This is an optimization exercise on Yosys and OpenROAD, whose aim is small area, a short achievable clock period and few clock cycles per item, not a production implementation. At most, simulation tests tie the RTL to the original design; equivalence was not proved. The RTL of runs 3 to 5 was laid out without a check of its function. Power is estimated from default activity; no workload was simulated.

==> design/flow/design.v <==
module icache_refill #(
    parameter int unsigned NUM_SETS        = 16,
    parameter int unsigned WORDS_PER_BLOCK = 8,
    parameter logic [31:0] NOP_INSTR       = 32'h00000013
) (
    input  logic        CLK,
    input  logic        RST,
    input  logic [31:0] PC,
    input  logic        flush,
    output logic [31:0] rd,
    output logic        hit,
    output logic        stall,
    output logic        mem_req,
    output logic [31:0] mem_addr,
    input  logic        mem_ack,
    input  logic [31:0] mem_rdata
);
    localparam int unsigned IDX_W  = $clog2(NUM_SETS);
    localparam int unsigned OFF_W  = $clog2(WORDS_PER_BLOCK);
    localparam int unsigned TAG_W  = 32 - IDX_W - OFF_W - 2;
    localparam int unsigned ADDR_W = IDX_W + OFF_W;           
    localparam int unsigned RING   = 4;                       
    localparam int unsigned POS_W  = $clog2(RING);
    localparam int unsigned GRP_W  = ADDR_W - POS_W;
    localparam int unsigned NGRP   = NUM_SETS * WORDS_PER_BLOCK / RING;
    localparam int unsigned NWB    = RING - 1;                
    logic [TAG_W-1:0]           tag_mem [NUM_SETS];
    logic [WORDS_PER_BLOCK-1:0] wvalid  [NUM_SETS];
    logic [31:0]                ring [NGRP][RING];
    logic [POS_W-1:0]           phase;
    logic                       wb_v    [1:NWB];
    logic [ADDR_W-1:0]          wb_slot [1:NWB];
    logic [31:0]                wb_data [1:NWB];
    logic [OFF_W-1:0]   pc_off;
    logic [IDX_W-1:0]   pc_idx;
    logic [TAG_W-1:0]   pc_tag;
    logic [ADDR_W-1:0]  pc_slot;
    logic [POS_W-1:0]   pc_pos;
    logic [POS_W-1:0]   pc_wait;
    logic               tag_hit;
    logic               cached;
    logic               blocked;
    logic               fill;
    logic               wr_en;
    logic [GRP_W-1:0]   wr_grp;
    logic [31:0]        wr_data;
    logic [31:0]        rd_pos [RING];
    logic [31:0]        rdata;
    logic [31:0]        wdata;
    logic               wb_any;
    assign pc_off  = PC[OFF_W+1:2];
    assign pc_idx  = PC[IDX_W+OFF_W+1:OFF_W+2];
    assign pc_tag  = PC[31:IDX_W+OFF_W+2];
    assign pc_slot = PC[ADDR_W+1:2];
    assign pc_pos  = pc_slot[POS_W-1:0] - phase;    
    assign pc_wait = pc_pos;                        
    assign tag_hit = (tag_mem[pc_idx] == pc_tag);
    assign cached  = tag_hit && wvalid[pc_idx][pc_off];
    always_comb begin
        blocked = 1'b0;
        for (int k = 1; k <= NWB; k++) begin
            if (pc_wait == POS_W'(k - 1)) blocked = wb_v[k];
        end
    end
    assign mem_req  = !cached && !blocked;
    assign mem_addr = {PC[31:2], 2'b00};
    always_comb begin
        for (int k = 0; k < RING; k++) begin
            rd_pos[k] = '0;
            for (int g = 0; g < NGRP; g++) begin
                rd_pos[k] = rd_pos[k] | (ring[g][k] & {32{pc_slot[ADDR_W-1:POS_W] == GRP_W'(g)}});
            end
        end
        rdata = rd_pos[pc_pos];
    end
    always_comb begin
        wdata  = '0;
        wb_any = 1'b0;
        for (int k = 1; k <= NWB; k++) begin
            if (wb_v[k] && (wb_slot[k] == pc_slot)) begin
                wdata  = wdata | wb_data[k];
                wb_any = 1'b1;
            end
        end
    end
    assign hit   = cached || mem_ack;
    assign rd    = mem_ack ? mem_rdata : (wb_any ? wdata : rdata);
    assign stall = !hit;
    assign fill    = mem_ack && !RST && !flush;
    assign wr_en   = wb_v[1] || (fill && (pc_wait == '0));
    assign wr_grp  = wb_v[1] ? wb_slot[1][ADDR_W-1:POS_W] : pc_slot[ADDR_W-1:POS_W];
    assign wr_data = wb_v[1] ? wb_data[1] : mem_rdata;
    always_ff @(posedge CLK) begin
        if (RST || flush) begin
            for (int i = 0; i < NUM_SETS; i++) wvalid[i] <= '0;
        end else if (fill) begin
            if (tag_hit) begin
                wvalid[pc_idx][pc_off] <= 1'b1;
            end else begin
                wvalid[pc_idx]         <= '0;
                wvalid[pc_idx][pc_off] <= 1'b1;
            end
        end
    end
    always_ff @(posedge CLK) begin
        if (fill && !tag_hit) begin
            tag_mem[pc_idx] <= pc_tag;
        end
    end
    always_ff @(posedge CLK) begin
        if (RST) begin
            phase <= '0;
        end else begin
            phase <= phase + POS_W'(1);
        end
    end
    always_ff @(posedge CLK) begin
        for (int k = 1; k <= NWB; k++) begin
            if (fill && (pc_wait == POS_W'(k))) begin
                wb_slot[k] <= pc_slot;
                wb_data[k] <= mem_rdata;
            end else if (k < NWB) begin
                wb_slot[k] <= wb_slot[k+1];
                wb_data[k] <= wb_data[k+1];
            end
        end
        if (RST) begin
            for (int k = 1; k <= NWB; k++) wb_v[k] <= 1'b0;
        end else begin
            for (int k = 1; k <= NWB; k++) begin
                wb_v[k] <= (fill && (pc_wait == POS_W'(k))) || ((k < NWB) ? wb_v[k+1] : 1'b0);
            end
        end
    end
    always_ff @(posedge CLK) begin
        for (int g = 0; g < NGRP; g++) begin
            for (int k = 0; k < RING - 1; k++) begin
                ring[g][k] <= ring[g][k+1];
            end
            ring[g][RING-1] <= (wr_en && (wr_grp == GRP_W'(g))) ? wr_data : ring[g][0];
        end
    end
endmodule
==> design/flow/run.sh <==
#!/bin/bash
# synth_recipe.tcl (not shown) runs the flow's synth.tcl, then flattens the netlist and writes it again
# the make line also repeats each setting of config.mk as NAME=value (left out here)
make -C /OpenROAD-flow-scripts/flow DESIGN_CONFIG=/design/flow/config.mk WORK_HOME=/design/flow/orfs CLKGATE_MAP_FILE= SYNTH_SCRIPT=/design/flow/synth_recipe.tcl finish
==> design/flow/config.mk <==
export PLATFORM = sky130hd
export DESIGN_NAME = icache_refill
export DESIGN_NICKNAME = icache_refill
export VERILOG_FILES = /design/flow/design.v
export SDC_FILE = /design/flow/constraint.sdc
export NUM_CORES = 8
export LEC_CHECK = 0
export CAP_MARGIN = 40
export CORE_MARGIN = 2
export CORE_UTILIZATION = 60
export CTS_BUF_LIST = sky130_fd_sc_hd__clkbuf_16
export CTS_CLUSTER_DIAMETER = 90
export CTS_CLUSTER_SIZE = 25
export PLACE_DENSITY = 0.7
export SETUP_SLACK_MARGIN = 2.0
export SLEW_MARGIN = 80
export SYNTH_MEMORY_MAX_BITS = 16384
==> design/flow/constraint.sdc <==
create_clock -name core_clock -period 7.0 [get_ports {CLK}]
set_input_delay 1.4000 -clock core_clock [delete_from_list [all_inputs] [get_ports {CLK}]]
set_output_delay 1.4000 -clock core_clock [all_outputs]
set_load 0.01 [all_outputs]
==> implementation parameters, run 1 <==
Parameter                              Value

Timing
  Hold Fails Final Rpt ... 0
  Final setup TNS ... 0 ns
  Max-slew violation count ... 0
  Total setup violations reported at the end of the flow ... 0
  Unrepaired setup endpoints after global routing ... true
  Timing-limited maximum frequency ... 170 MHz
  Crit share post-route ... 84.0%
  Min Clock Period, post-route ... 5.88 ns
  Setup Skew ... 0.0345 ns

CTS
  Clock Sink Count ... 4714
  Htree depth ... 4
  Insertion delay to the later sink of the worst-skew pair ... 0.93 ns
  Count of hold buffers inserted by post-cts repair ... 0
  CTS tree ... yes
  Master cell of the clock root buffer ... sky130_fd_sc_hd__clkbuf_16
  Worst-case clock buffer depth ... 3
  Clock-pin slew on the worst setup and hold paths ... 0.10 ns
  TritonCTS Buffers ... 207

Critical path
  Nature of the critical path endpoint ... output port
  Required arrival time at the worst endpoint ... 5.60 ns
  Worst Path Arrival ... 4.48 ns
  Slowest cell on the critical path ... sky130_fd_sc_hd__or4_4
  Worst Path Class, Setup ... input port to output port
  Maximum fanout count along the critical path ... 10
  Slowest cell delay on critical path ... 0.57 ns
  Worst setup SP type ... input port
  Cell-by-cell trace of the critical path ... buf_8 -> buf_16 -> buf_16 -> or3b_4 -> buf_12 -> nor2_4 -> buf_4 -> clkbuf_16 -> a22oi_1 -> nand4_1 -> or4_4 -> o21ai_4 -> o21ai_4 -> buf_6 -> buf_2

Placed design
  Port Buf Inserts ... 130
  HPWL after detailed placement ... 373000 um
  DP Area ... 158000 um2
  Gp weighted congestion ... 0.985

Pwr
  Worst ir drop on vdd ... 318 uV
  Clock network power share ... 30.1%
  Proportion of power drawn by combinational gates ... 6.7%
  Total Power Consumption ... 45800 uW
  Internal power component ... 34900 uW
  Fraction of power spent switching nets ... 23.8%
  Leakage ... 0.0657 uW
  Sequential power share ... 63.3%
  Power density normalized to cell area ... 263 nW/um2
  Net switching power ... 10900 uW

Layout
  Share of the core filled with cells ... 73.3%
  Proportion of layout cells with a drive suffix above 1 ... 19.4%
  Layout Nets ... 13000
  Final instance area ... 174000 um2
  Area overhead of the layout relative to synthesis ... 21.5%

Die
  Initial core utilization ... 60.3%
  Die Width ... 493 um
  Number of rows created at floorplan ... 179
  Boundary pin count ... 135
  Die area ... 243000 um2
  Vertical die dimension ... 493 um
  Area of the core ... 238000 um2

Yosys
  Avg Cell Area, Syn ... 11.9 um2
  Post-synth ARST share ... 0%
  Number of register bits inferred by synthesis ... 4714
  Mapped Cells ... 12100
  Number of flops mapped to enable cells by yosys ... 535
  Area of the mapped netlist ... 143000 um2
  Dominant synthesized flop cell ... sky130_fd_sc_hd__dfxtp_1
  Synth Warn # ... 6
  Yosys cell types ... 71
  Portion of the post-synthesis area used by sequential elements ... 69.6%

Drt
  DR WL/cell ... 36.3 um
  Average vias per placed instance ... 6.96
  Antenna violation net count after detailed routing ... 0
  Routed wire length ... 588000 um
  Drt pass-1 iters ... 9
  Via count ... 113000
  First DRT Iteration DRCs ... 20600
  Drc violations ... 0

Flow run
  Reported max-cap violation count ... 0

Global route
  GRT Total Usage ... 45.5%
  Antenna violations before repair ... 47
  Maximum number of pins on one net before global-route repair ... 49
  Wire length of the first global-routing pass ... 790000 um
  Via count of the first global-routing pass ... 107000
  GRT overflow ... 0

Status
  Outcome ... no timing/DRC/antenna violations

Min path
  Worst Hold Class ... flip-flop to flip-flop
[path summary, 6_finish.rpt]
kind	cells past startpoint	slack, ns	end	from
setup / recovery	15	1.12	rd[13]	PC[8]
hold / removal	0	0.33	ring[100][30]	ring[101][30]
setup reg to reg	20	2.63	ring[35][2]	phase[0]
hold reg to reg	0	0.33	ring[100][30]	ring[101][30]
[flip-flops by register name (all words and copies together), names as in the netlist]
name / flops
ring: 4096
tag_mem: 368
wvalid: 128
wb_data: 96
wb_slot: 21
wb_v: 3
phase: 2
[power groups by stage]
| stage | clock network (uW) | registers [uW] | logic (uW) |
|---|---|---|---|
| 3_3_place_gp | 0 | 29500 | 2160 |
| 4_1_cts | 13600 | 28900 | 2710 |
| 6_report | 13800 | 29000 | 3050 |
| 3_5_place_dp | 0 | 29500 | 2460 |
| 2_1_floorplan | 0 | 29300 | 1130 |
| 5_1_grt | 14600 | 29100 | 3100 |
[repair_timing]
item | 4_1_cts | 5_1_grt
cloned | 52 | 24
pin swaps | 162 | 235
endpoints found under the setup margin | 356 | 35
setup buffers | 247 | 158
resized for setup | 668 | 419
[layout make-up]
cell class                      instances  area (um2)
Multi-Input combinational cell       6400       44000
Tap cell                             3167        3960
Sequential cell                      4714       99700
Clock inverter                         44         246
Clock buffer                          211        5280
Timing Repair Buffer                 1618       20900
Antenna cell                           20        50.0
Fill cell                           15600       63500
Inverter                                9        43.8
[synthesized netlist by cell type, drive strengths merged, types with 12 or more instances]
library cell	n	share of area [%]
a2111oi	27	0.17
a21oi	1269	4.4
a221oi	49	0.30
a222oi	38	0.27
a22o	57	0.35
a22oi	1783	9.3
a31oi	47	0.21
and3	92	0.40
buf	542	1.9
clkbuf	401	1.1
dfxtp	4179	58
edfxtp	535	11
mux2	101	0.79
mux2i	94	0.66
mux4	105	1.7
nand2	389	1.0
nand3	310	1.1
nand4	295	1.3
nor2	1315	3.5
nor2b	12	0.052
nor3	94	0.33
nor4	71	0.31
o21ai	61	0.21
o22ai	12	0.052
or4	25	0.13
xnor2	39	0.24
xor2	22	0.13
[cells by family (layout without fill, tap and decap cells)]
family,Yosys count,count (layout),share of synthesized area [%]
AO/OA/AOI/OAI,3381,3381,15.5
AND/OR/NAND/NOR,2655,2655,8.43
multiplexers,300,300,3.10
flip-flops,4714,4714,69.6
XOR/XNOR,61,61,0.373
other,1,22,0.00262
buffers and inverters,952,1882,2.95
adder cells (fa/ha/maj),1,1,0.00873
[stage by stage]
step	hold slack [ns]	instances	setup slack (ns)
floorplan	0.323	12100	1.72
global placement	0.325	14900	0.0562
detailed placement	0.328	15400	-0.296
CTS	0.330	15900	1.31
global route	0.340	16200	1.07
finish	0.334	16200	1.12
[critical path: cells and delay by family]
kind	cells	cell delay, ns
buffers and inverters	8	1.17
AND/OR/NAND/NOR	4	1.12
AO/OA/AOI/OAI	3	0.75
[cell usage in the layout, fill, tap and decap left out, drive strengths merged, types with 12 or more instances in the layout]
cell type / instances
a2111oi: 27
a21oi: 1269
a221oi: 49
a222oi: 38
a22o: 57
a22oi: 1783
a31oi: 47
and3: 92
buf: 1433
bufbuf: 26
clkbuf: 263
clkdlybuf4s50: 58
dfxtp: 4179
diode: 20
dlygate4sd2: 17
dlymetal6s2s: 23
edfxtp: 535
inv: 51
mux2: 101
mux2i: 94
mux4: 105
nand2: 389
nand3: 310
nand4: 295
nor2: 1315
nor2b: 12
nor3: 94
nor4: 71
o21ai: 61
o22ai: 12
or4: 25
xnor2: 39
xor2: 22
[routing by layer]
layer	wire, um	GRT usage [%]	vias to the layer above
met5	296	0	-
met4	45600	27.2	46
met3	86500	14.1	2306
met2	246000	66.3	9953
met1	209000	59.8	54800
li1	-	-	45600
Testbench counts, summed over its fixed seeds: cycles 72,820, fetches 64,000.
==> inputs of run 2 (changes only) <==
==> design/flow/flow/run.sh (new file) <==
#!/bin/bash
# The standard layout (the standard.sh: ORFS from synthesis to the final layout),
# with gate sizing allowed to change a cell's footprint (the platform default restricts
# timing repair to swaps between cells of the same width). ORFS writes each step's log
# under orfs/logs; make's own output goes to standard_flow.log here.
set -euo pipefail
bash standard.sh MATCH_CELL_FOOTPRINT=0 finish > standard_flow.log 2>&1
==> design/flow/standard.sh (new file) <==
#!/bin/bash
# synth_recipe.tcl (not shown) runs the flow's synth.tcl, then flattens the netlist and writes it again
# the make line also repeats each setting of config.mk as NAME=value (left out here)
make -C /OpenROAD-flow-scripts/flow DESIGN_CONFIG=/design/flow/config.mk WORK_HOME=/design/flow/orfs CLKGATE_MAP_FILE= SYNTH_SCRIPT=/design/flow/synth_recipe.tcl "${@:-finish}"
--- a/design/flow/config.mk
+++ b/design/flow/config.mk
@@ -6,5 +6,5 @@
 export NUM_CORES = 8
 export LEC_CHECK = 0
-export CAP_MARGIN = 40
+export CAP_MARGIN = 20
 export CORE_MARGIN = 2
 export CORE_UTILIZATION = 60
@@ -14,4 +14,4 @@
 export PLACE_DENSITY = 0.7
 export SETUP_SLACK_MARGIN = 2.0
-export SLEW_MARGIN = 80
+export SLEW_MARGIN = 20
 export SYNTH_MEMORY_MAX_BITS = 16384
removed: design/flow/run.sh
==> run 2 against run 1 <==
Effect of this change:
- worst setup slack gained 0.19 ns
- area after synthesis is the same
- sequential share of layout area rose by 3.0 points
- routed wire length fell by 0.90%
- die area stayed put
- cell count fell by 3.3%
- clock skew increased by 0.011 ns
- critical path depth rose by 2
- non-clock buffer count decreased by 546
- clock-buffer cell count grew 3
- power down 0.27%
- flip-flop and latch count unchanged
- critical path type unchanged
- critical endpoint is now rd[6]
- largest power group unchanged
==> implementation parameters, run 2 <==
Parameter                              Value

Yosys
  Portion of the post-synthesis area used by sequential elements ... 69.6%
  Post-synth ARST share ... 0%
  Avg Cell Area, Syn ... 11.9 um2
  Dominant synthesized flop cell ... sky130_fd_sc_hd__dfxtp_1
  Yosys cell types ... 71
  Count leader, synth ... sky130_fd_sc_hd__dfxtp_1
  Synth Warn # ... 6
  Number of flops mapped to enable cells by yosys ... 535
  Area share of the leading cell type in the synthesized netlist ... 58.4%
  Area of the mapped netlist ... 143000 um2
  Number of register bits inferred by synthesis ... 4714
  Cell accounting for the most synthesized area ... sky130_fd_sc_hd__dfxtp_1
  Mapped Cells ... 12100
  Dominant cells by area after synthesis ... sky130_fd_sc_hd__dfxtp_1 58%, sky130_fd_sc_hd__edfxtp_1 11%, sky130_fd_sc_hd__a22oi_1 9.3%
  Commonest cells in the netlist ... 4179 x sky130_fd_sc_hd__dfxtp_1, 1783 x sky130_fd_sc_hd__a22oi_1, 1283 x sky130_fd_sc_hd__nor2_1

Min path
  Number of cells on the worst hold path ... 0
  HP Start ... ring[22][25]
  Worst min-delay path endpoint ... ring[21][25]
  Worst Hold Class ... flip-flop to flip-flop

Drt
  Antenna violation net count after detailed routing ... 0
  Drt pass-1 iters ... 9
  Via count ... 110000
  First DRT Iteration DRCs ... 19300
  Drc violations ... 0
  Routed wire length ... 582000 um
  Average vias per placed instance ... 7.02
  DR WL/cell ... 37.2 um

Layout
  Non-filler cells, final ... 15600
  Area overhead of the layout relative to synthesis ... 15.4%
  Register with the most flip-flops ... ring
  Top library cells by usage in the layout, fill and taps aside ... 4178 x sky130_fd_sc_hd__dfxtp_1, 1704 x sky130_fd_sc_hd__a22oi_1, 1256 x sky130_fd_sc_hd__a21oi_1, 1234 x sky130_fd_sc_hd__nor2_1, 535 x sky130_fd_sc_hd__edfxtp_1
  Layout fillers ... 17000
  Most common cell after layout, fill and taps aside ... sky130_fd_sc_hd__dfxtp_1
  Layout Nets ... 12500
  Proportion of layout cells with a drive suffix above 1 ... 14.9%
  Share of the core filled with cells ... 69.6%
  Largest registers ranked by flip-flop count ... ring: 4096 flops, tag_mem: 368 flops, wvalid: 128 flops
  Number of flip-flops under the largest register name ... 4096

Die
  Initial core utilization ... 60.3%
  Vertical die dimension ... 493 um
  Die Width ... 493 um
  Area of the core ... 238000 um2
  Boundary pin count ... 135
  Number of rows created at floorplan ... 179
  Die area ... 243000 um2

CTS
  Clock Sink Count ... 4714
  Htree depth ... 4
  Count of hold buffers inserted by post-cts repair ... 0
  CTS tree ... yes
  Insertion delay to the later sink of the worst-skew pair ... 0.92 ns
  Worst-case clock buffer depth ... 3
  Clock-pin slew on the worst setup and hold paths ... 0.11 ns
  Master cell of the clock root buffer ... sky130_fd_sc_hd__clkbuf_16
  TritonCTS Buffers ... 207

Placed design
  Port Buf Inserts ... 130
  Total instance count after detailed placement ... 14900
  Gp weighted congestion ... 0.983
  Pre-CTS setup slack ... -0.131 ns
  HPWL after detailed placement ... 337000 um

Pwr
  Leakage ... 0.0619 uW
  Power density normalized to cell area ... 276 nW/um2
  Worst ir drop on vdd ... 324 uV

Status
  Outcome ... no timing/DRC/antenna violations

Global route
  Wire length of the first global-routing pass ... 789000 um
  GRT Total Usage ... 45.8%
  Maximum number of pins on one net before global-route repair ... 141
  GRT overflow ... 0
  Antenna violations before repair ... 46
  Via count of the first global-routing pass ... 104000

Critical path
  Endpoint of the most critical register-to-register path ... ring[7][2]
  Slowest cell delay on critical path ... 0.53 ns
  Worst Path Class, Setup ... input port to output port
  Cell-by-cell trace of the critical path ... buf_16 -> buf_12 -> nand2b_4 -> buf_12 -> buf_12 -> nor2_4 -> buf_6 -> buf_8 -> a22o_1 -> a221oi_2 -> nand4_1 -> or4_4 -> o221ai_4 -> buf_6 -> a31oi_1 -> buf_4 -> buf_6
  Required arrival time at the worst endpoint ... 5.60 ns
  Reg2Reg Depth ... 7
  Register-to-register setup slack ... 2.38 ns
  Worst setup SP type ... input port
  Maximum fanout count along the critical path ... 6
  Slowest cell on the critical path ... sky130_fd_sc_hd__or4_4
  Worst Path Arrival ... 4.29 ns
  FF-to-FF Start ... wb_v[1]
  Nature of the critical path endpoint ... output port

Timing
  Setup Skew ... 0.0455 ns
  Total setup violations reported at the end of the flow ... 0
  Max-slew violation count ... 0
  Smallest setup slack after layout ... 1.31 ns
  Fin Hold WS ... 0.317 ns
  Hold Fails Final Rpt ... 0
  Timing-limited maximum frequency ... 176 MHz
  Relative slew slack ... 15.6%
  Unrepaired setup endpoints after global routing ... true
  Min Clock Period, post-route ... 5.69 ns
  Pin slew with the least headroom to its limit ... 1.26 ns
  Crit share post-route ... 81.3%

Flow run
  Reported max-cap violation count ... 0
run 2: cell count changes in the layout (fill, tap and decap cells not counted), moves of 43 or more:
| cell | before | now |
|---|---|---|
| sky130_fd_sc_hd__buf_8 | 133 | 57 |
| sky130_fd_sc_hd__buf_16 | 141 | 49 |
| sky130_fd_sc_hd__buf_1 | 44 | 0 |
| sky130_fd_sc_hd__buf_6 | 154 | 111 |
| sky130_fd_sc_hd__buf_2 | 193 | 13 |
| sky130_fd_sc_hd__clkbuf_16 | 234 | 287 |
| sky130_fd_sc_hd__buf_12 | 290 | 180 |
run 2: how the worst max path moves through the flow:
stage                     startpoint              to  slack, ns
after floorplan                PC[5]  tag_mem[10][0]       1.72
after CTS                      PC[4]          rd[22]       1.39
final                          PC[7]           rd[6]       1.31
after global placement         PC[4]          rd[22]      -0.07
after global routing           PC[7]          rd[10]       1.31
after detailed placement       PC[4]          rd[22]      -0.13
run 2: cell type report:
type / count / area (um2) / area share (%)
diodes: 22 / 55.1 / 0.0333
clock buffers: 214 / 5360 / 3.24
clock inverters: 49 / 335 / 0.203
inverters: 9 / 38.8 / 0.0235
multi-input cells: 6401 / 42300 / 25.6
flip-flops and latches: 4714 / 99700 / 60.3
well taps: 3167 / 3960 / 2.40
repair buffers: 1072 / 13600 / 8.21
run 2: power breakdown:
group          internal, uW  switching [uW]  leakage, uW  total [uW]
logic                  1020            1770       0.0201        2790
clock network          5530            8410      0.00292       13900
registers             28300             670       0.0389       29000
run 2: routing by layer:
layer,share of wire (%),vias up,track usage (%)
li1,-,44500,-
met1,37,54000,60.5
met2,42,9274,66.2
met3,14,2058,14.6
met4,7.3,46,27.1
met5,0.051,-,0
run 2: logic make-up (layout without fill, tap and decap cells):
family                   after synthesis  in the layout  synth area share (%)
multiplexers                         300            300                  3.10
buffers and inverters                952           1344                  2.95
adder cells (fa/ha/maj)                1              1               0.00873
AO/OA/AOI/OAI                       3381           3381                  15.5
flip-flops                          4714           4714                  69.6
XOR/XNOR                              61             61                 0.373
other                                  1             24               0.00262
AND/OR/NAND/NOR                     2655           2656                  8.43
run 2: stage by stage:
step,setup TNS [ns],power [uW],area [um2]
final,0,45700,165000
after global routing,0,46600,165000
after CTS,0,45300,163000
after detailed placement,-0.131,31700,150000
after global placement,-0.0703,31700,150000
after floorplan,0,30400,144000
run 2: worst max-delay path: cells and delay by family:
family / cells / cell delay (ns)
buffers and inverters: 9 / 1.26
AND/OR/NAND/NOR: 4 / 0.82
AO/OA/AOI/OAI: 4 / 0.77
run 2: repair_timing:
item,CTS,global route
pin swaps,176,204
gates cloned,70,16
endpoints found under the setup margin,36,35
setup buffers,302,81
resized for setup,621,287
==> inputs of run 3 (changes only) <==
==> design/flow/design.v (replaced) <==
module icache_refill #(
    parameter int unsigned NUM_SETS        = 16,
    parameter int unsigned WORDS_PER_BLOCK = 8,
    parameter logic [31:0] NOP_INSTR       = 32'h00000013
) (
    input  logic        CLK,
    input  logic        RST,
    input  logic [31:0] PC,
    input  logic        flush,
    output logic [31:0] rd,
    output logic        hit,
    output logic        stall,
    output logic        mem_req,
    output logic [31:0] mem_addr,
    input  logic        mem_ack,
    input  logic [31:0] mem_rdata
);
    localparam int unsigned IDX_W = $clog2(NUM_SETS);
    localparam int unsigned OFF_W = $clog2(WORDS_PER_BLOCK);
    localparam int unsigned TAG_W = 32 - IDX_W - OFF_W - 2;
    logic [TAG_W-1:0]           tag_mem  [NUM_SETS];
    logic [WORDS_PER_BLOCK-1:0] wvalid   [NUM_SETS];
    logic [31:0]                data_mem [NUM_SETS][WORDS_PER_BLOCK];
    logic [OFF_W-1:0]   pc_off;
    logic [IDX_W-1:0]   pc_idx;
    logic [TAG_W-1:0]   pc_tag;
    logic               tag_hit;
    logic               cached;
    logic               fill;
    assign pc_off = PC[OFF_W+1:2];
    assign pc_idx = PC[IDX_W+OFF_W+1:OFF_W+2];
    assign pc_tag = PC[31:IDX_W+OFF_W+2];
    assign tag_hit = (tag_mem[pc_idx] == pc_tag);
    assign cached  = tag_hit && wvalid[pc_idx][pc_off];
    assign mem_req  = !cached;
    assign mem_addr = {PC[31:2], 2'b00};
    assign hit   = cached || mem_ack;
    assign rd    = mem_ack ? mem_rdata : data_mem[pc_idx][pc_off];
    assign stall = !hit;
    assign fill = mem_ack && mem_req && !RST && !flush;
    always_ff @(posedge CLK) begin
        if (RST || flush) begin
            for (int i = 0; i < NUM_SETS; i++) wvalid[i] <= '0;
        end else if (fill) begin
            if (tag_hit) begin
                wvalid[pc_idx][pc_off] <= 1'b1;
            end else begin
                wvalid[pc_idx]         <= '0;
                wvalid[pc_idx][pc_off] <= 1'b1;
            end
        end
    end
    always_ff @(posedge CLK) begin
        if (fill) begin
            data_mem[pc_idx][pc_off] <= mem_rdata;
            if (!tag_hit) begin
                tag_mem[pc_idx] <= pc_tag;
            end
        end
    end
endmodule
==> design/flow/run.sh (new file) <==
#!/bin/bash
# synth_recipe.tcl (not shown) runs the flow's synth.tcl, then flattens the netlist and writes it again
# the make line also repeats each setting of config.mk as NAME=value (left out here)
make -C /OpenROAD-flow-scripts/flow DESIGN_CONFIG=/design/flow/config.mk WORK_HOME=/design/flow/orfs CLKGATE_MAP_FILE= SYNTH_SCRIPT=/design/flow/synth_recipe.tcl finish
--- a/design/flow/config.mk
+++ b/design/flow/config.mk
@@ -8,9 +8,6 @@
 export CAP_MARGIN = 20
 export CORE_MARGIN = 2
-export CORE_UTILIZATION = 60
-export CTS_BUF_LIST = sky130_fd_sc_hd__clkbuf_16
-export CTS_CLUSTER_DIAMETER = 90
-export CTS_CLUSTER_SIZE = 25
-export PLACE_DENSITY = 0.7
+export CORE_UTILIZATION = 45
+export PLACE_DENSITY = 0.6
 export SETUP_SLACK_MARGIN = 2.0
 export SLEW_MARGIN = 20
removed: design/flow/flow/run.sh
removed: design/flow/standard.sh
==> run 3 against run 2 <==
Effect of this change:
- utilization decreased by 16 points
- flip-flop and latch count decreased by 122
- synthesized cell count decreased by 37%
- clock power increased by 76%
==> implementation parameters, run 3 <==
Parameter                              Value

Yosys
  Dominant synthesized flop cell ... sky130_fd_sc_hd__edfxtp_1
  Area share of the leading cell type in the synthesized netlist ... 77.5%
  Mapped Cells ... 7625
  Post-synth ARST share ... 0%
  Number of flops mapped to enable cells by yosys ... 4592
  Avg Cell Area, Syn ... 23.3 um2
  Cell accounting for the most synthesized area ... sky130_fd_sc_hd__edfxtp_1
  Synth Warn # ... 1
  Number of register bits inferred by synthesis ... 4592
  Yosys cell types ... 68
  Dominant cells by area after synthesis ... sky130_fd_sc_hd__edfxtp_1 78%, sky130_fd_sc_hd__mux4_2 17%, sky130_fd_sc_hd__mux2i_1 1.3%
  Count leader, synth ... sky130_fd_sc_hd__edfxtp_1
  Commonest cells in the netlist ... 4592 x sky130_fd_sc_hd__edfxtp_1, 1334 x sky130_fd_sc_hd__mux4_2, 285 x sky130_fd_sc_hd__nor3_1
  Area of the mapped netlist ... 178000 um2
  Portion of the post-synthesis area used by sequential elements ... 77.5%

Global route
  Maximum number of pins on one net before global-route repair ... 131
  Via count of the first global-routing pass ... 88200
  Antenna violations before repair ... 35
  Wire length of the first global-routing pass ... 699000 um
  GRT Total Usage ... 25.1%
  GRT overflow ... 0

Pwr
  Leakage ... 0.0670 uW
  Worst ir drop on vdd ... 252 uV
  Power density normalized to cell area ... 277 nW/um2

Die
  Die area ... 400000 um2
  Vertical die dimension ... 633 um
  Initial core utilization ... 45.2%
  Number of rows created at floorplan ... 230
  Area of the core ... 393000 um2
  Boundary pin count ... 135
  Die Width ... 633 um

Timing
  Max-slew violation count ... 0
  Pin slew with the least headroom to its limit ... 1.08 ns
  Relative slew slack ... 28.1%
  Smallest setup slack after layout ... 0.998 ns
  Min Clock Period, post-route ... 6.00 ns
  Timing-limited maximum frequency ... 167 MHz
  Setup Skew ... 0.117 ns
  Crit share post-route ... 85.7%
  Hold Fails Final Rpt ... 0
  Total setup violations reported at the end of the flow ... 0
  Unrepaired setup endpoints after global routing ... true

Placed design
  Port Buf Inserts ... 130
  HPWL after detailed placement ... 277000 um
  Pre-CTS setup slack ... -0.439 ns
  Total instance count after detailed placement ... 13100
  Gp weighted congestion ... 0.799

Drt
  Average vias per placed instance ... 6.25
  First DRT Iteration DRCs ... 13000
  Routed wire length ... 506000 um
  DR WL/cell ... 35.6 um
  Drc violations ... 0
  Via count ... 88800
  Antenna violation net count after detailed routing ... 0
  Drt pass-1 iters ... 6

Layout
  Top library cells by usage in the layout, fill and taps aside ... 4592 x sky130_fd_sc_hd__edfxtp_1, 1334 x sky130_fd_sc_hd__mux4_2, 602 x sky130_fd_sc_hd__buf_4, 467 x sky130_fd_sc_hd__clkbuf_16, 176 x sky130_fd_sc_hd__mux2i_1
  Register with the most flip-flops ... data_mem
  Most common cell after layout, fill and taps aside ... sky130_fd_sc_hd__edfxtp_1
  Layout Nets ... 8666
  Proportion of layout cells with a drive suffix above 1 ... 36.9%
  Largest registers ranked by flip-flop count ... data_mem: 4096 flops, tag_mem: 368 flops, wvalid: 128 flops
  Number of flip-flops under the largest register name ... 4096
  Non-filler cells, final ... 14200
  Area overhead of the layout relative to synthesis ... 18.8%

Critical path
  Required arrival time at the worst endpoint ... 5.60 ns
  Worst Path Arrival ... 4.60 ns
  Slowest cell delay on critical path ... 0.61 ns
  Buf/Inv on CP ... 6
  Nature of the critical path endpoint ... output port
  Worst setup SP type ... input port
  Most Frequent Cell on Critical Path ... sky130_fd_sc_hd__buf_16
  Maximum fanout count along the critical path ... 8
  Worst Path Class, Setup ... input port to output port
  Slowest cell on the critical path ... sky130_fd_sc_hd__mux4_2
  Cell-by-cell trace of the critical path ... buf_16 -> buf_16 -> buf_12 -> buf_16 -> buf_16 -> mux4_2 -> mux4_2 -> mux4_2 -> nand2_2 -> o21ai_1 -> mux2_4 -> buf_6
  Crit-path leading delay family ... multiplexers

CTS
  Clock-pin slew on the worst setup and hold paths ... 0.06 ns
  Insertion delay to the later sink of the worst-skew pair ... 1.03 ns
  Master cell of the clock root buffer ... sky130_fd_sc_hd__clkbuf_16
  Worst-case clock buffer depth ... 4
  Htree depth ... 5
  Clock Sink Count ... 4592
  TritonCTS Buffers ... 460
  CTS tree ... yes
  Count of hold buffers inserted by post-cts repair ... 0

Flow run
  Reported max-cap violation count ... 0

Status
  Outcome ... no timing/DRC/antenna violations

Min path
  Worst Hold Class ... input port to flip-flop
[run 3: final timing paths]
check                             startpoint                end  slack (ns)  cells after the start
worst min register to register  wvalid[0][6]       wvalid[0][6]        1.56                      8
worst min-delay path            mem_rdata[7]    data_mem[86][7]        0.70                      1
worst max register to register  wvalid[7][5]  data_mem[105][14]        2.42                     11
worst max-delay path                   PC[2]              rd[2]         1.0                     12
[run 3: metrics by stage]
step	util [%]	hold slack (ns)	total power, uW	TNS (ns)	area (um2)
after floorplan	-	1.20	32600	0	179000
after global placement	48.3	1.52	34100	-0.547	190000
after detailed placement	48.3	1.54	34100	-0.555	190000
after CTS	53.4	0.620	58800	0	210000
after global routing	53.8	0.667	60000	0	211000
final	53.8	0.703	58600	0	211000
[run 3: final cells by class]
| class | instances | area [um2] |
|---|---|---|
| inverters | 29 | 128 |
| clock buffers | 565 | 11900 |
| well taps | 5220 | 6530 |
| diodes | 8 | 20.0 |
| multi-input cells | 2503 | 39900 |
| repair buffers | 1012 | 11900 |
| clock inverters | 280 | 2990 |
| fillers | 29600 | 182000 |
| flip-flops and latches | 4592 | 138000 |
[run 3: worst reg2reg max path: cells and delay by family, from the launching register on]
| kind | cells | cell delay (ns) |
|---|---|---|
| AO/OA/AOI/OAI | 3 | 0.63 |
| buffers and inverters | 5 | 1.26 |
| flip-flops | 1 | 0.38 |
| multiplexers | 2 | 1.02 |
| AND/OR/NAND/NOR | 1 | 0.89 |
[run 3: logic make-up after synthesis]
kind of cell,count (synthesis),synth area share (%)
flops,4592,77.5
mux,1588,18.3
simple gates,600,1.58
buf+inv,531,1.35
compound gates,284,1.05
xor+xnor,29,0.143
other cells,1,0.00211
[run 3: power breakdown]
group	internal, uW	leakage (uW)	total, uW	switching [uW]
Clock	13900	0.00726	24500	10600
Combinational	1600	0.0182	3730	2130
Sequential	30300	0.0415	30400	21.3
[run 3: repair_timing]
item                                    in CTS  in global routing
gates resized for setup                    596                116
pin swaps                                   69                 39
endpoints found under the setup margin    2766                104
gates cloned                                52                  5
buffers inserted                           164                 71
[run 3: metal layers]
metal,vias up,track usage [%],share of wire [%]
met2,4746,40.9,49
met1,48700,35.6,39
met3,646,4.06,9.2
met4,6,6.03,2.4
met5,-,0,0.0071
li1,34700,-,-
==> inputs of run 4 (changes only) <==
==> design/flow/design.v (replaced) <==
module icache_refill #(
    parameter int unsigned NUM_SETS        = 16,
    parameter int unsigned WORDS_PER_BLOCK = 8,
    parameter logic [31:0] NOP_INSTR       = 32'h00000013
) (
    input  logic        CLK,
    input  logic        RST,
    input  logic [31:0] PC,
    input  logic        flush,
    output logic [31:0] rd,
    output logic        hit,
    output logic        stall,
    output logic        mem_req,
    output logic [31:0] mem_addr,
    input  logic        mem_ack,
    input  logic [31:0] mem_rdata
);
    localparam int unsigned IDX_W = $clog2(NUM_SETS);
    localparam int unsigned OFF_W = $clog2(WORDS_PER_BLOCK);
    localparam int unsigned TAG_W = 32 - IDX_W - OFF_W - 2;
    typedef enum logic [1:0] {
        IDLE   = 2'd0,
        REFILL = 2'd1,
        DONE   = 2'd2
    } state_t;
    state_t             state;
    logic [NUM_SETS-1:0] valid;
    logic [TAG_W-1:0]   tag_mem  [NUM_SETS];
    logic [31:0]        data_mem [NUM_SETS][WORDS_PER_BLOCK];
    logic [TAG_W-1:0]   fill_tag;
    logic [IDX_W-1:0]   fill_idx;
    logic [OFF_W-1:0]   beat;
    logic [OFF_W-1:0]   beat_nxt;
    logic               last_beat;
    logic [OFF_W-1:0]   pc_off;
    logic [IDX_W-1:0]   pc_idx;
    logic [TAG_W-1:0]   pc_tag;
    logic               unused_pc;
    assign pc_off    = PC[OFF_W+1:2];
    assign pc_idx    = PC[IDX_W+OFF_W+1:OFF_W+2];
    assign pc_tag    = PC[31:IDX_W+OFF_W+2];
    assign unused_pc = ^PC[1:0];
    assign beat_nxt  = beat + OFF_W'(1);
    assign last_beat = (beat == OFF_W'(WORDS_PER_BLOCK - 1));
    assign hit   = valid[pc_idx] && (tag_mem[pc_idx] == pc_tag) && (state == IDLE);
    assign rd    = hit ? data_mem[pc_idx][pc_off] : NOP_INSTR;
    assign stall = !hit;
    always_ff @(posedge CLK) begin
        if (RST) begin
            state    <= IDLE;
            valid    <= '0;
            mem_req  <= 1'b0;
            mem_addr <= '0;
            beat     <= '0;
            fill_tag <= '0;
            fill_idx <= '0;
        end else if (flush) begin
            state    <= IDLE;
            valid    <= '0;
            mem_req  <= 1'b0;
            beat     <= '0;
        end else begin
            case (state)
                IDLE: begin
                    if (!hit) begin
                        fill_tag       <= pc_tag;
                        fill_idx       <= pc_idx;
                        beat           <= '0;
                        valid[pc_idx]  <= 1'b0;   
                        mem_req        <= 1'b1;
                        mem_addr       <= {pc_tag, pc_idx, {OFF_W{1'b0}}, 2'b00};
                        state          <= REFILL;
                    end
                end
                REFILL: begin
                    if (mem_ack) begin
                        beat     <= beat_nxt;
                        mem_addr <= {fill_tag, fill_idx, beat_nxt, 2'b00};
                        if (last_beat) begin
                            valid[fill_idx] <= 1'b1;
                            mem_req         <= 1'b0;
                            state           <= DONE;
                        end
                    end
                end
                DONE: begin
                    state <= IDLE;
                end
                default: begin
                    state   <= IDLE;
                    mem_req <= 1'b0;
                end
            endcase
        end
    end
    always_ff @(posedge CLK) begin
        if (!RST && (state == REFILL) && mem_ack) begin
            data_mem[fill_idx][beat] <= mem_rdata;
            if (last_beat) begin
                tag_mem[fill_idx] <= fill_tag;
            end
        end
    end
endmodule
--- a/design/flow/config.mk
+++ b/design/flow/config.mk
@@ -10,5 +10,4 @@
 export CORE_UTILIZATION = 45
 export PLACE_DENSITY = 0.6
-export SETUP_SLACK_MARGIN = 2.0
 export SLEW_MARGIN = 20
 export SYNTH_MEMORY_MAX_BITS = 16384
==> run 4 against run 3 <==
Effect of this change:
- still clean on timing, DRC and antenna
- flip-flop and latch count shrank 49
- clock-buffer cell count shrank 23
- routed wire length shrank 8.9%
- synthesized cell count shrank 2.0%
- register-to-register slack gained 0.19 ns
- largest power group unchanged
==> implementation parameters, run 4 <==
Parameter                              Value

Timing
  Smallest setup slack after layout ... 0.154 ns
  Relative slew slack ... 20.3%
  Total setup violations reported at the end of the flow ... 0
  Pin slew with the least headroom to its limit ... 1.19 ns
  Setup Skew ... 0.0470 ns
  Crit share post-route ... 97.8%
  Max-slew violation count ... 0
  Unrepaired setup endpoints after global routing ... false
  Hold Fails Final Rpt ... 0
  Timing-limited maximum frequency ... 146 MHz
  Min Clock Period, post-route ... 6.85 ns

Drt
  Drt pass-1 iters ... 6
  Drc violations ... 0
  Via count ... 83500
  First DRT Iteration DRCs ... 10600
  Routed wire length ... 461000 um
  Average vias per placed instance ... 6.09
  Antenna violation net count after detailed routing ... 0
  DR WL/cell ... 33.6 um

Critical path
  Maximum fanout count along the critical path ... 41
  Crit-path leading delay family ... buffers and inverters
  Levels on crit path ... 14
  Endpoint of the most critical register-to-register path ... fill_tag[9]
  Slowest cell on the critical path ... sky130_fd_sc_hd__clkdlybuf4s50_1
  Register-to-register setup slack ... 2.61 ns
  Nature of the critical path endpoint ... output port
  Required arrival time at the worst endpoint ... 5.60 ns
  Reg2Reg Depth ... 12
  Slowest cell delay on critical path ... 0.49 ns
  Cell-by-cell trace of the critical path ... buf_6 -> mux4_2 -> mux4_2 -> xor2_1 -> nor4_2 -> nand4b_1 -> nor4_2 -> buf_4 -> nand2_8 -> inv_1 -> buf_12 -> o311ai_0 -> buf_4 -> clkdlybuf4s50_1
  Buf/Inv on CP ... 6
  Worst Path Arrival ... 5.45 ns
  Worst Path Class, Setup ... input port to output port
  FF-to-FF Start ... tag_mem[6][11]
  Worst setup SP type ... input port

Placed design
  Total instance count after detailed placement ... 12900
  Gp weighted congestion ... 0.843
  HPWL after detailed placement ... 274000 um
  Port Buf Inserts ... 130
  Pre-CTS setup slack ... -0.0568 ns

Layout
  Non-filler cells, final ... 13700
  Most common cell after layout, fill and taps aside ... sky130_fd_sc_hd__edfxtp_1
  Top library cells by usage in the layout, fill and taps aside ... 4464 x sky130_fd_sc_hd__edfxtp_1, 1274 x sky130_fd_sc_hd__mux4_2, 483 x sky130_fd_sc_hd__buf_4, 458 x sky130_fd_sc_hd__clkbuf_16, 274 x sky130_fd_sc_hd__mux2i_1
  Number of flip-flops under the largest register name ... 4096
  Largest registers ranked by flip-flop count ... data_mem: 4096 flops, tag_mem: 368 flops, mem_addr: 30 flops
  Layout Nets ... 8228
  Register with the most flip-flops ... data_mem
  Area overhead of the layout relative to synthesis ... 15.0%
  Proportion of layout cells with a drive suffix above 1 ... 31.3%

Global route
  Maximum number of pins on one net before global-route repair ... 113
  GRT Total Usage ... 23.4%
  Antenna violations before repair ... 29
  GRT overflow ... 0
  Via count of the first global-routing pass ... 84100
  Wire length of the first global-routing pass ... 647000 um

Pwr
  Fraction of power spent switching nets ... 21.3%
  Internal power component ... 44300 uW
  Proportion of power drawn by combinational gates ... 5.2%
  Sequential power share ... 53.2%
  Net switching power ... 12000 uW
  Total Power Consumption ... 56300 uW
  Power density normalized to cell area ... 281 nW/um2
  Clock network power share ... 41.7%
  Worst ir drop on vdd ... 211 uV
  Leakage ... 0.0625 uW

Yosys
  Number of flops mapped to enable cells by yosys ... 4464
  Dominant synthesized flop cell ... sky130_fd_sc_hd__edfxtp_1
  Portion of the post-synthesis area used by sequential elements ... 77.7%
  Area share of the leading cell type in the synthesized netlist ... 76.8%
  Commonest cells in the netlist ... 4464 x sky130_fd_sc_hd__edfxtp_1, 1274 x sky130_fd_sc_hd__mux4_2, 274 x sky130_fd_sc_hd__mux2i_1
  Post-synth ARST share ... 0%
  Number of register bits inferred by synthesis ... 4543
  Dominant cells by area after synthesis ... sky130_fd_sc_hd__edfxtp_1 77%, sky130_fd_sc_hd__mux4_2 16%, sky130_fd_sc_hd__mux2i_1 1.6%
  Avg Cell Area, Syn ... 23.4 um2
  Cell accounting for the most synthesized area ... sky130_fd_sc_hd__edfxtp_1
  Synth Warn # ... 1
  Count leader, synth ... sky130_fd_sc_hd__edfxtp_1
  Area of the mapped netlist ... 175000 um2
  Yosys cell types ... 72
  Mapped Cells ... 7475

Die
  Boundary pin count ... 135
  Vertical die dimension ... 627 um
  Die area ... 393000 um2
  Initial core utilization ... 45.2%
  Area of the core ... 386000 um2
  Die Width ... 627 um
  Number of rows created at floorplan ... 228

CTS
  CTS tree ... yes
  Htree depth ... 5
  Clock-pin slew on the worst setup and hold paths ... 0.06 ns
  Worst-case clock buffer depth ... 4
  Count of hold buffers inserted by post-cts repair ... 0
  Total setup buffers inserted after CTS ... 0
  Insertion delay to the later sink of the worst-skew pair ... 1.00 ns
  Clock Sink Count ... 4543
  TritonCTS Buffers ... 450
  Master cell of the clock root buffer ... sky130_fd_sc_hd__clkbuf_16

Min path
  HP Start ... mem_addr[3]
  Worst Hold Class ... flip-flop to flip-flop
  Number of cells on the worst hold path ... 2
  Worst min-delay path endpoint ... mem_addr[3]

Flow run
  Reported max-cap violation count ... 0

Status
  Outcome ... no timing/DRC/antenna violations
run 4: worst register-to-register path: stages, from the launching register on:
cell and delay [ns]:
sky130_fd_sc_hd__edfxtp_1 0.36, sky130_fd_sc_hd__mux4_2 0.47, sky130_fd_sc_hd__mux4_2 0.50, sky130_fd_sc_hd__xor2_1 0.20, sky130_fd_sc_hd__nor4_2 0.23, sky130_fd_sc_hd__nand4b_1 0.29
sky130_fd_sc_hd__nor4_2 0.36, sky130_fd_sc_hd__buf_4 0.23, sky130_fd_sc_hd__nand2_8 0.18, sky130_fd_sc_hd__buf_4 0.29, sky130_fd_sc_hd__nand3b_1 0.67, sky130_fd_sc_hd__buf_12 0.28
sky130_fd_sc_hd__mux2i_1 0.24
run 4: repair_timing:
item                                    4_1_cts  5_1_grt
gates cloned                                  0        1
gates resized for setup                       3        2
endpoints found under the setup margin        4        4
pin swaps                                     1        0
hold endpoints to repair                      0        0
run 4: worst max path at each step:
| stage | startpoint | to | slack [ns] |
|---|---|---|---|
| 3_5_place_dp | PC[6] | rd[21] | -0.06 |
| 6_report | PC[7] | rd[1] | 0.15 |
| 5_1_grt | PC[7] | rd[21] | 0.03 |
| 2_1_floorplan | PC[2] | rd[25] | 1.31 |
| 4_1_cts | PC[6] | rd[21] | 0.04 |
| 3_3_place_gp | PC[6] | rd[27] | -0.06 |
run 4: power by group through the flow:
| stage | sequential, uW | clock, uW | combinational [uW] |
|---|---|---|---|
| 2_1_floorplan | 30500 | 0 | 1480 |
| 3_3_place_gp | 30500 | 0 | 2860 |
| 3_5_place_dp | 30500 | 0 | 2910 |
| 4_1_cts | 29900 | 23800 | 2920 |
| 5_1_grt | 29900 | 24800 | 3070 |
| 6_report | 29900 | 23500 | 2920 |
run 4: final cells by class:
cell class / instances / area [um2]
Antenna cell: 20 / 50.0
Clock buffer: 542 / 11800
Clock inverter: 282 / 2440
Fill cell: 29400 / 185000
Inverter: 11 / 45.0
Multi-Input combinational cell: 2496 / 38400
Sequential cell: 4543 / 136000
Tap cell: 5175 / 6470
Timing Repair Buffer: 647 / 6000
run 4: cell families (layout without fill, tap and decap cells):
family,Yosys count,in the layout,synth area share [%]
compound gates,358,358,1.56
xor+xnor,20,20,0.100
fa+ha+maj,11,11,0.0788
buf+inv,437,1482,1.06
flops,4543,4543,77.7
mux,1555,1555,18.1
other cells,1,22,0.00215
simple gates,550,550,1.44
run 4: through the flow:
stage               util [%]  area [um2]  TNS [ns]  hold WS (ns)
global route            52.0      201000         0         0.495
floorplan                  -      175000         0         0.464
finish                  52.0      201000         0         0.474
detailed placement      48.3      186000    -0.114         0.466
global placement        48.3      186000    -0.121         0.456
CTS                     52.0      201000         0         0.476
run 4: metal layers:
layer | part of all wire, % | routed length (um) | track usage (%) | up-vias
li1 | - | - | - | 33500
met1 | 40 | 184000 | 32.9 | 45700
met2 | 48 | 219000 | 37.3 | 3702
met3 | 9.1 | 41900 | 4.66 | 639
met4 | 3.4 | 15700 | 7.12 | 10
met5 | 0.012 | 57 | 0 | -
==> inputs of run 5 (changes only) <==
==> design/flow/design.v (replaced) <==
module icache_refill #(
    parameter int unsigned NUM_SETS        = 16,
    parameter int unsigned WORDS_PER_BLOCK = 8,
    parameter logic [31:0] NOP_INSTR       = 32'h00000013
) (
    input  logic        CLK,
    input  logic        RST,
    input  logic [31:0] PC,
    input  logic        flush,
    output logic [31:0] rd,
    output logic        hit,
    output logic        stall,
    output logic        mem_req,
    output logic [31:0] mem_addr,
    input  logic        mem_ack,
    input  logic [31:0] mem_rdata
);
    localparam int unsigned IDX_W  = $clog2(NUM_SETS);
    localparam int unsigned OFF_W  = $clog2(WORDS_PER_BLOCK);
    localparam int unsigned TAG_W  = 32 - IDX_W - OFF_W - 2;
    localparam int unsigned ADDR_W = IDX_W + OFF_W;           
    localparam int unsigned NPAIR  = NUM_SETS * WORDS_PER_BLOCK / 2;
    logic [TAG_W-1:0]           tag_mem [NUM_SETS];
    logic [WORDS_PER_BLOCK-1:0] wvalid  [NUM_SETS];
    logic [31:0]                ent [NPAIR];
    logic [31:0]                oth [NPAIR];
    logic                       phase;
    logic                       wb_valid;
    logic [ADDR_W-1:0]          wb_slot;
    logic [31:0]                wb_data;
    logic [OFF_W-1:0]   pc_off;
    logic [IDX_W-1:0]   pc_idx;
    logic [TAG_W-1:0]   pc_tag;
    logic [ADDR_W-1:0]  pc_slot;
    logic               tag_hit;
    logic               cached;
    logic               fill;
    logic               fill_now;
    logic               wr_en;
    logic [ADDR_W-2:0]  wr_pair;
    logic [31:0]        wr_data;
    logic [31:0]        rdata;
    logic               wb_hit;
    assign pc_off  = PC[OFF_W+1:2];
    assign pc_idx  = PC[IDX_W+OFF_W+1:OFF_W+2];
    assign pc_tag  = PC[31:IDX_W+OFF_W+2];
    assign pc_slot = PC[ADDR_W+1:2];
    assign tag_hit = (tag_mem[pc_idx] == pc_tag);
    assign cached  = tag_hit && wvalid[pc_idx][pc_off];
    assign mem_req  = !cached && !(wb_valid && (PC[2] == wb_slot[0]));
    assign mem_addr = {PC[31:2], 2'b00};
    logic [31:0] rd_ent;
    logic [31:0] rd_oth;
    always_comb begin
        rd_ent = '0;
        rd_oth = '0;
        for (int p = 0; p < NPAIR; p++) begin
            rd_ent = rd_ent | (ent[p] & {32{pc_slot[ADDR_W-1:1] == (ADDR_W-1)'(p)}});
            rd_oth = rd_oth | (oth[p] & {32{pc_slot[ADDR_W-1:1] == (ADDR_W-1)'(p)}});
        end
    end
    assign rdata = (PC[2] == phase) ? rd_ent : rd_oth;
    assign wb_hit = wb_valid && (wb_slot == pc_slot);
    assign hit    = cached || mem_ack;
    assign rd     = mem_ack ? mem_rdata : (wb_hit ? wb_data : rdata);
    assign stall  = !hit;
    assign fill     = mem_ack && !RST && !flush;
    assign fill_now = fill && (PC[2] != phase);
    assign wr_en    = wb_valid || fill_now;
    assign wr_pair  = wb_valid ? wb_slot[ADDR_W-1:1] : pc_slot[ADDR_W-1:1];
    assign wr_data  = wb_valid ? wb_data : mem_rdata;
    always_ff @(posedge CLK) begin
        if (RST || flush) begin
            for (int i = 0; i < NUM_SETS; i++) wvalid[i] <= '0;
        end else if (fill) begin
            if (tag_hit) begin
                wvalid[pc_idx][pc_off] <= 1'b1;
            end else begin
                wvalid[pc_idx]         <= '0;
                wvalid[pc_idx][pc_off] <= 1'b1;
            end
        end
    end
    always_ff @(posedge CLK) begin
        if (fill && !tag_hit) begin
            tag_mem[pc_idx] <= pc_tag;
        end
    end
    always_ff @(posedge CLK) begin
        if (RST) begin
            phase    <= 1'b0;
            wb_valid <= 1'b0;
        end else begin
            phase    <= !phase;
            wb_valid <= fill && !fill_now;
        end
        wb_slot <= pc_slot;
        wb_data <= mem_rdata;
    end
    always_ff @(posedge CLK) begin
        for (int p = 0; p < NPAIR; p++) begin
            ent[p] <= (wr_en && (wr_pair == (ADDR_W-1)'(p))) ? wr_data : oth[p];
            oth[p] <= ent[p];
        end
    end
endmodule
--- a/design/flow/config.mk
+++ b/design/flow/config.mk
@@ -8,6 +8,10 @@
 export CAP_MARGIN = 20
 export CORE_MARGIN = 2
-export CORE_UTILIZATION = 45
-export PLACE_DENSITY = 0.6
-export SLEW_MARGIN = 20
+export CORE_UTILIZATION = 60
+export CTS_BUF_LIST = sky130_fd_sc_hd__clkbuf_16
+export CTS_CLUSTER_DIAMETER = 90
+export CTS_CLUSTER_SIZE = 25
+export PLACE_DENSITY = 0.7
+export SETUP_SLACK_MARGIN = 2.0
+export SLEW_MARGIN = 60
 export SYNTH_MEMORY_MAX_BITS = 16384
==> run 5 against run 4 <==
Effect of this change:
- area after synthesis shrank 15%
- design area shrank 12%
- via count grew 55%
- utilization grew 19 points
- clock-buffer cell count shrank 328
- die area shrank 36%
- first-iteration DRC count grew to 2.6 times the previous value
- non-clock buffer count grew 614
- synthesized cell count grew 89%
- combinational power is essentially flat
- largest power group unchanged
- highest routed layer unchanged
==> implementation parameters, run 5 <==
Parameter                              Value

Drt
  Average vias per placed instance ... 7.24
  First DRT Iteration DRCs ... 27300
  DR WL/cell ... 38.6 um
  Drc violations ... 0
  Routed wire length ... 690000 um
  Antenna violation net count after detailed routing ... 0
  Via count ... 130000
  Drt pass-1 iters ... 13

Critical path
  Register-to-register setup slack ... 3.44 ns
  Worst setup SP type ... input port
  Nature of the critical path endpoint ... output port
  Reg2Reg Depth ... 12
  Maximum fanout count along the critical path ... 19
  FF-to-FF Start ... tag_mem[12][14]
  Endpoint of the most critical setup path ... rd[7]
  CP Launch Point ... PC[5]
  Required arrival time at the worst endpoint ... 5.60 ns
  Worst Path Class, Setup ... input port to output port
  Worst Path Arrival ... 4.22 ns
  Endpoint of the most critical register-to-register path ... tag_mem[12][16]

Yosys
  Portion of netlist area occupied by mux cells ... 2.37%
  Post-Synth Adder-Cell Area ... 0%
  Count leader, synth ... sky130_fd_sc_hd__dfxtp_1
  XOR/XNOR Fraction of Synth Area ... 0.188%
  Cell accounting for the most synthesized area ... sky130_fd_sc_hd__dfxtp_1
  Area of the mapped netlist ... 149000 um2
  Share of synthesized cell area in and, or, nand and nor gates ... 10.6%
  Yosys cell types ... 64
  Number of register bits inferred by synthesis ... 4633
  Synthesized-area fraction occupied by ao, oa, aoi and oai cells ... 18.1%
  Dominant synthesized flop cell ... sky130_fd_sc_hd__dfxtp_1
  Number of flops mapped to enable cells by yosys ... 496
  Synth Warn # ... 3
  Dominant combinational cell family by area after synthesis ... compound AO/OA/AOI/OAI gates
  Avg Cell Area, Syn ... 10.5 um2
  Post-synth ARST share ... 0%
  Commonest cells in the netlist ... 4137 x sky130_fd_sc_hd__dfxtp_1, 1930 x sky130_fd_sc_hd__a22oi_1, 1572 x sky130_fd_sc_hd__nor2_1
  Area share of the leading cell type in the synthesized netlist ... 55.5%
  Portion of the post-synthesis area used by sequential elements ... 65.5%
  Dominant cells by area after synthesis ... sky130_fd_sc_hd__dfxtp_1 56%, sky130_fd_sc_hd__edfxtp_1 10%, sky130_fd_sc_hd__a22oi_1 9.7%
  Mapped Cells ... 14100

Timing
  Unrepaired setup endpoints after global routing ... true
  Timing-limited maximum frequency ... 178 MHz
  Pin slew with the least headroom to its limit ... 0.738 ns
  Crit share post-route ... 80.3%
  Total setup violations reported at the end of the flow ... 0
  Relative slew slack ... 50.4%
  Max-slew violation count ... 0
  Setup Skew ... 0.0597 ns
  Hold Fails Final Rpt ... 0
  Min Clock Period, post-route ... 5.62 ns
  Smallest setup slack after layout ... 1.38 ns

Layout
  Layout fillers ... 17300
  Area overhead of the layout relative to synthesis ... 18.0%
  Proportion of layout cells with a drive suffix above 1 ... 14.4%
  Largest registers ranked by flip-flop count ... ent: 2048 flops, oth: 2048 flops, tag_mem: 368 flops
  Layout Nets ... 14500
  Top library cells by usage in the layout, fill and taps aside ... 4136 x sky130_fd_sc_hd__dfxtp_1, 1802 x sky130_fd_sc_hd__a22oi_1, 1486 x sky130_fd_sc_hd__a21oi_1, 1485 x sky130_fd_sc_hd__nand2_1, 1473 x sky130_fd_sc_hd__nor2_1
  Most common cell after layout, fill and taps aside ... sky130_fd_sc_hd__dfxtp_1
  Non-filler cells, final ... 17900

Die
  Boundary pin count ... 135
  Die area ... 253000 um2
  Initial core utilization ... 60.1%
  Vertical die dimension ... 503 um
  Number of rows created at floorplan ... 183
  Die Width ... 503 um
  Area of the core ... 248000 um2

Status
  Outcome ... no timing/DRC/antenna violations

Pwr
  Power density normalized to cell area ... 262 nW/um2
  Internal power component ... 35000 uW
  Sequential power share ... 63.6%
  Clock network power share ... 30.1%
  Fraction of power spent switching nets ... 24.2%
  Worst ir drop on vdd ... 275 uV
  Net switching power ... 11200 uW
  Leakage ... 0.0669 uW
  Total Power Consumption ... 46100 uW
  Proportion of power drawn by combinational gates ... 6.3%

CTS
  Clock Sink Count ... 4633
  Worst-case clock buffer depth ... 3
  Master cell of the clock root buffer ... sky130_fd_sc_hd__clkbuf_16
  Clock-pin slew on the worst setup and hold paths ... 0.10 ns
  Insertion delay to the later sink of the worst-skew pair ... 0.97 ns
  CTS tree ... yes
  Htree depth ... 4
  TritonCTS Buffers ... 204

Global route
  GRT overflow ... 0
  Via count of the first global-routing pass ... 118000
  Wire length of the first global-routing pass ... 911000 um
  Antenna violations before repair ... 55
  Maximum number of pins on one net before global-route repair ... 129
  GRT Total Usage ... 51.7%

Placed design
  HPWL after detailed placement ... 390000 um
  Pre-CTS setup slack ... -0.0230 ns
  Port Buf Inserts ... 130
  Total instance count after detailed placement ... 17100
  Gp weighted congestion ... 0.989

Flow run
  Reported max-cap violation count ... 0

Min path
  Worst Hold Class ... flip-flop to flip-flop
  Number of cells on the worst hold path ... 0
-- run 5: cell types whose count changed in the layout (fill, tap and decap cells not counted), moves of 1166 or more --
cell | previous run | this run
sky130_fd_sc_hd__dfxtp_1 | 79 | 4136
sky130_fd_sc_hd__edfxtp_1 | 4464 | 496
sky130_fd_sc_hd__a22oi_1 | 25 | 1802
sky130_fd_sc_hd__nor2_1 | 61 | 1473
sky130_fd_sc_hd__a21oi_1 | 87 | 1486
sky130_fd_sc_hd__nand2_1 | 117 | 1485
sky130_fd_sc_hd__mux4_2 | 1274 | 108
-- run 5: what timing repair did --
item | in CTS | in global routing
resized for setup | 517 | 347
pin swaps | 144 | 204
buffers inserted | 289 | 103
cloned | 63 | 18
hold buffers | 0 | 0
setup endpoints to repair | 35 | 35
-- run 5: through the flow --
step	cell area, um2	setup TNS (ns)	utilization (%)	hold WS, ns
final	176000	0	71.0	0.331
after global routing	176000	0	70.9	0.342
after CTS	173000	0	69.7	0.333
after detailed placement	160000	-0.0230	64.6	0.335
after global placement	158000	-0.0350	63.7	0.331
after floorplan	149000	0	-	0.323
-- run 5: cell type report --
cell class / instances / area (um2) / share of cell area [%]
inverters: 5 / 20.0 / 0.0114
clock buffers: 214 / 5360 / 3.04
diodes: 65 / 163 / 0.0924
clock inverters: 34 / 198 / 0.112
flip-flops and latches: 4633 / 97700 / 55.5
multi-input cells: 8353 / 50600 / 28.7
repair buffers: 1261 / 17800 / 10.1
well taps: 3330 / 4170 / 2.37
-- run 5: layer usage --
layer	share of wire (%)	GRT usage, %
met2	38	69.7
met3	18	23.2
met5	0.12	0.419
met1	32	64.0
met4	11	40.7
-- run 5: logic make-up after synthesis --
group                  count (synthesis)
other                                  1
multiplexers                         217
AND/OR/NAND/NOR                     3769
buffers and inverters               1162
XOR/XNOR                              32
flip-flops                          4633
AO/OA/AOI/OAI                       4332
-- run 5: how the worst min path moves through the flow --
stage / slack, ns / startpoint / end
detailed placement: 0.34 / ent[24][10] / oth[24][10]
finish: 0.33 / ent[37][9] / oth[37][9]
global placement: 0.33 / ent[58][7] / oth[58][7]
CTS: 0.33 / ent[29][26] / oth[29][26]
floorplan: 0.32 / ent[0][7] / oth[0][7]
global route: 0.34 / ent[43][7] / oth[43][7]
-- run 5: power by group through the flow --
| stage | Clock, uW | Combinational (uW) | Sequential, uW |
|---|---|---|---|
| final | 13900 | 2920 | 29300 |
| after floorplan | 0 | 1530 | 29500 |
| after CTS | 13600 | 2650 | 29200 |
| after detailed placement | 0 | 2420 | 29800 |
| after global placement | 0 | 2310 | 29700 |
| after global routing | 14500 | 3050 | 29400 |
-- run 5: critical path, cell delays in order --
cell and delay [ns]:
sky130_fd_sc_hd__buf_16 0.14, sky130_fd_sc_hd__buf_16 0.14, sky130_fd_sc_hd__buf_4 0.12, sky130_fd_sc_hd__nand4bb_4 0.20, sky130_fd_sc_hd__buf_12 0.17, sky130_fd_sc_hd__nor2_4 0.19, sky130_fd_sc_hd__buf_12 0.20, sky130_fd_sc_hd__buf_12 0.35
sky130_fd_sc_hd__a22o_1 0.25, sky130_fd_sc_hd__nor4_1 0.09, sky130_fd_sc_hd__and4_1 0.18, sky130_fd_sc_hd__o31ai_2 0.29, sky130_fd_sc_hd__buf_4 0.20, sky130_fd_sc_hd__o21a_1 0.13, sky130_fd_sc_hd__buf_6 0.12

what the ideal ports hide:
Ports are ideal in the flow. The routed layouts listed here were re-timed in OpenROAD. Step 1: set_driving_cell puts a clkbuf_16 on CLK and a buf_2 on each other input, an assumption about the parent block. Step 2 times the ports against the registers' clock, not the clock port: input delays grow and output delays shrink by t, the midpoint of the rising clock arrivals with the driver on. Slacks: ideal ports / drivers / drivers and shift; pairs: ideal ports / drivers.
run	shift t [ns]	setup WS [ns]	worst data-port slew with drivers (ns)
run 1	1.014	1.120 / 0.931 / 0.931	0.28
run 2	0.999	1.311 / 0.981 / 0.981	0.53
run 3	1.087	0.998 / 0.797 / 0.790	0.31
run 4	1.114	0.154 / 0.114 / 0.114	0.16
run 5	1.046	1.377 / 1.096 / 1.096	0.30
After both steps every run listed still meets setup and hold. The setup slack of run 2, which loses most, moves by -0.330 ns with the drivers and by -0.330 ns with both steps.
